This design comes from an exercise in tuning for small area, a short achievable clock period and few clock cycles per item on the open sky130 flow, not from production work.
At most, simulation tests tie the RTL to the original design; equivalence was not proved.
No activity file was given, so power comes from the tool's default toggle rates.

== before ==
==> flow/design.v <==
package wdd_pkg;
  localparam int ValueW           = 32;
  localparam int WindowKW         = 5;
  localparam int DefaultMaxWindow = 16;
  typedef struct packed {
    logic signed [ValueW-1:0] value;
    logic                     last_item;
  } wdd_in_t;
  typedef struct packed {
    logic match_now;
    logic found_so_far;
    logic array_done;
  } wdd_out_t;
endpackage
module wdd_cell (
  input  logic                              in_window_i,
  input  logic signed [wdd_pkg::ValueW-1:0] probe_i,
  input  logic signed [wdd_pkg::ValueW-1:0] value_i,
  output logic                              hit_o
);
  assign hit_o = in_window_i && (value_i == probe_i);
endmodule
module windowed_duplicate_detector
#(
  parameter int MAX_WINDOW = wdd_pkg::DefaultMaxWindow
) (
  input  logic                clk_i,
  input  logic                rst_ni,
  input  logic                in_valid_i,
  output logic                in_stall_o,
  input  wdd_pkg::wdd_in_t             in_data_i,
  output logic                out_valid_o,
  input  logic                out_stall_i,
  output wdd_pkg::wdd_out_t            out_data_o,
  input  logic                cfg_we_i,
  input  logic [wdd_pkg::WindowKW-1:0] cfg_wdata_i
);
  localparam int N     = MAX_WINDOW;
  localparam int PhW   = (N > 16) ? 5 : (N > 8) ? 4 : (N > 4) ? 3 : (N > 2) ? 2 : 1;
  localparam int CntW  = (N > 15) ? 5 : (N > 7) ? 4 : (N > 3) ? 3 : (N > 1) ? 2 : 1;
  localparam int NGrp  = N;
  localparam int GrpSz = N / NGrp;
  localparam int QD    = 3;
  logic [N-1:0][wdd_pkg::ValueW-1:0] ring_q;
  logic [CntW-1:0]              fill_q, fill_d;
  logic [PhW-1:0]               phase_q, phase_d;
  logic [wdd_pkg::WindowKW-1:0] window_k_q, window_k_d;
  logic                         stall_q, stall_d;
  logic                         in_xfer;
  logic [N-1:0]                 in_window;
  logic [N-1:0]                 hit_vec;
  logic [NGrp-1:0]              grp_hit;
  logic [NGrp-1:0]              hit_q;
  logic                         hlast_q;
  logic                         hvalid_q;
  logic                         seen_q;
  wdd_pkg::wdd_out_t            res;
  logic [QD-1:0][2:0]           q_data, q_data_d;
  logic [QD-1:0]                q_valid, q_valid_d;
  logic                         pop;
  assign in_stall_o = stall_q;
  assign in_xfer    = in_valid_i && !stall_q;
  always_ff @(posedge clk_i) begin
    ring_q[0] <= in_xfer ? in_data_i.value : ring_q[N-1];
    for (int j = 1; j < N; j++) begin
      ring_q[j] <= ring_q[j-1];
    end
  end
  for (genvar gi = 0; gi < N; gi++) begin : g_cell
    assign in_window[gi] = (CntW'(gi) < fill_q) && (32'(gi) < 32'(window_k_q));
    wdd_cell u_cell (
      .in_window_i(in_window[gi]),
      .probe_i    (in_data_i.value),
      .value_i    (ring_q[gi]),
      .hit_o      (hit_vec[gi])
    );
  end
  for (genvar gg = 0; gg < NGrp; gg++) begin : g_grp
    assign grp_hit[gg] = |hit_vec[gg*GrpSz +: GrpSz];
  end
  always_comb begin
    fill_d  = fill_q;
    phase_d = (phase_q == PhW'(N - 1)) ? '0 : phase_q + PhW'(1);
    if (in_xfer) begin
      phase_d = '0;
      if (in_data_i.last_item) begin
        fill_d = '0;
      end else if (fill_q != CntW'(N)) begin
        fill_d = fill_q + CntW'(1);
      end
    end
  end
  always_comb begin
    if (32'(cfg_wdata_i) > N) begin
      window_k_d = wdd_pkg::WindowKW'(N);
    end else begin
      window_k_d = cfg_wdata_i;
    end
  end
  always_ff @(posedge clk_i or negedge rst_ni) begin
    if (!rst_ni) begin
      window_k_q <= '0;
    end else if (cfg_we_i) begin
      window_k_q <= window_k_d;
    end
  end
  always_ff @(posedge clk_i or negedge rst_ni) begin
    if (!rst_ni) begin
      fill_q   <= '0;
      phase_q  <= '0;
      hvalid_q <= 1'b0;
    end else begin
      fill_q   <= fill_d;
      phase_q  <= phase_d;
      hvalid_q <= in_xfer;
    end
  end
  always_ff @(posedge clk_i) begin
    hit_q   <= grp_hit;
    hlast_q <= in_data_i.last_item;
  end
  always_comb begin
    res.match_now    = |hit_q;
    res.found_so_far = seen_q || res.match_now;
    res.array_done   = hlast_q;
  end
  always_ff @(posedge clk_i or negedge rst_ni) begin
    if (!rst_ni) begin
      seen_q <= 1'b0;
    end else if (hvalid_q) begin
      seen_q <= hlast_q ? 1'b0 : res.found_so_far;
    end
  end
  assign pop = q_valid[0] && !out_stall_i;
  always_comb begin
    logic [QD-1:0] v_after;
    logic          placed;
    v_after = pop ? (q_valid >> 1) : q_valid;
    placed  = 1'b0;
    q_valid_d = v_after;
    for (int e = 0; e < QD; e++) begin
      q_data_d[e] = (pop && e < QD - 1) ? q_data[(e < QD - 1) ? e + 1 : e] : q_data[e];
      if (hvalid_q && !placed && !v_after[e]) begin
        q_data_d[e]  = res;
        q_valid_d[e] = 1'b1;
        placed       = 1'b1;
      end
    end
  end
  always_ff @(posedge clk_i or negedge rst_ni) begin
    if (!rst_ni) begin
      q_valid <= '0;
    end else begin
      q_valid <= q_valid_d;
    end
  end
  always_ff @(posedge clk_i) begin
    for (int e = 0; e < QD; e++) begin
      q_data[e] <= q_data_d[e];
    end
  end
  assign stall_d = q_valid_d[QD-1] || (q_valid_d[QD-2] && in_xfer) ||
                   (!in_xfer && (fill_q != '0) && (phase_q != PhW'(N - 1)));
  always_ff @(posedge clk_i or negedge rst_ni) begin
    if (!rst_ni) begin
      stall_q <= 1'b0;
    end else begin
      stall_q <= stall_d;
    end
  end
  assign out_valid_o = q_valid[0];
  assign out_data_o  = q_data[0];
endmodule
module wdd_top (
  input  logic        clk_i,
  input  logic        rst_ni,
  input  logic        in_valid_i,
  output logic        in_stall_o,
  input  logic [31:0] in_value_i,
  input  logic        in_last_i,
  output logic        out_valid_o,
  input  logic        out_stall_i,
  output logic        out_match_now_o,
  output logic        out_found_so_far_o,
  output logic        out_array_done_o,
  input  logic        cfg_we_i,
  input  logic [4:0]  cfg_wdata_i
);
  wdd_pkg::wdd_in_t  in_data;
  wdd_pkg::wdd_out_t out_data;
  assign in_data.value     = in_value_i;
  assign in_data.last_item = in_last_i;
  windowed_duplicate_detector u_wdd (
    .clk_i(clk_i), .rst_ni(rst_ni),
    .in_valid_i(in_valid_i), .in_stall_o(in_stall_o), .in_data_i(in_data),
    .out_valid_o(out_valid_o), .out_stall_i(out_stall_i), .out_data_o(out_data),
    .cfg_we_i(cfg_we_i), .cfg_wdata_i(cfg_wdata_i)
  );
  assign out_match_now_o    = out_data.match_now;
  assign out_found_so_far_o = out_data.found_so_far;
  assign out_array_done_o   = out_data.array_done;
endmodule
clock: 4.0 ns
lec_check: 0
cap_margin: 20
core_margin: 2
core_utilization: 40
cts_cluster_diameter: 80
cts_cluster_size: 25
setup_slack_margin: 2.1
slew_margin: 20
standard.sh (not shown) runs the stock make flow with config.mk's settings and CLKGATE_MAP_FILE= SYNTH_SCRIPT=/design/flow/synth_recipe.tcl, a recipe that flattens the netlist after the stock synthesis.
==> flow/flow/run.sh <==
#!/bin/bash
# The standard layout (the standard.sh, unchanged synthesis, floorplan,
# power grid and tap cells), with two placement/repair settings changed:
#  - the port buffers are plain buf_4 cells instead of the delay-buffer cell
#    buffer_ports picks by default (every port still gets its own buffer);
#  - gate sizing may swap a cell for one with a different footprint.
# The full output of the run goes to standard.log in this folder.
set -o pipefail
bash standard.sh \
  BUFFER_PORTS_ARGS="-buffer_cell sky130_fd_sc_hd__buf_4" \
  MATCH_CELL_FOOTPRINT=0 \
  finish > standard.log 2>&1
Testbench counts of before, summed over its fixed seeds: cycles 16,795, items 16,384.
### before -> after
--- a/flow/design.v
+++ b/flow/design.v
@@ -39,5 +39,5 @@
   localparam int PhW   = (N > 16) ? 5 : (N > 8) ? 4 : (N > 4) ? 3 : (N > 2) ? 2 : 1;
   localparam int CntW  = (N > 15) ? 5 : (N > 7) ? 4 : (N > 3) ? 3 : (N > 1) ? 2 : 1;
-  localparam int NGrp  = N;
+  localparam int NGrp  = (N % 2 == 0) ? N / 2 : N;
   localparam int GrpSz = N / NGrp;
   localparam int QD    = 3;
@@ -49,4 +49,6 @@
   logic                         in_xfer;
   logic [N-1:0]                 in_window;
+  logic [wdd_pkg::WindowKW-1:0] window_next;
+  logic [CntW-1:0]              span_q, span_d;
   logic [N-1:0]                 hit_vec;
   logic [NGrp-1:0]              grp_hit;
@@ -67,6 +69,15 @@
     end
   end
+  assign window_next = cfg_we_i ? window_k_d : window_k_q;
+  assign span_d = (32'(fill_d) < 32'(window_next)) ? fill_d : CntW'(window_next);
+  always_ff @(posedge clk_i or negedge rst_ni) begin
+    if (!rst_ni) begin
+      span_q <= '0;
+    end else begin
+      span_q <= span_d;
+    end
+  end
   for (genvar gi = 0; gi < N; gi++) begin : g_cell
-    assign in_window[gi] = (CntW'(gi) < fill_q) && (32'(gi) < 32'(window_k_q));
+    assign in_window[gi] = (CntW'(gi) < span_q);
     wdd_cell u_cell (
       .in_window_i(in_window[gi]),
==> comparison <==
Diff before -> after: async set or reset register ratio after synthesis higher; flip-flop and latch count lower; combinational power higher. Synthesized cell count is lower on after. Sort after and before by sum of routed wire length over all layers, descending, and before comes first.
The RTL of after was laid out without a check of its function.

## separate check: timing with driven ports
The results above use ideal ports. As a check the final layouts listed here were re-extracted and re-timed, cells and wires unchanged. Step 1 sets driving cells, clkbuf_16 on the clock port and buf_2 on the other inputs (assumed; they add their load-dependent delay and slew). Step 2, shift: input delay + t, output delay - t, t = (earliest + latest rising clock arrival at the registers) / 2. This alone moves slack from input paths to output paths. Slacks: ideal ports / drivers / drivers and shift; pairs: ideal ports / drivers.
| run | shift t [ns] | setup slack, ns | worst hold slack (ns) | latest minus earliest clock arrival (ns) | worst register clock-pin slew, ns |
|---|---|---|---|---|---|
| before | 0.669 | 2.052 / 1.998 / 1.491 | 0.052 / 0.028 / 0.342 | 0.042 / 0.042 | 0.10 / 0.10 |
| after | 0.627 | 1.486 / 1.486 / 1.140 | 0.096 / 0.069 / 0.350 | 0.025 / 0.025 | 0.10 / 0.10 |
After both steps every run listed still meets setup and hold. The setup slack of before, which loses most, moves by -0.054 ns with the drivers and by -0.561 ns with both steps.
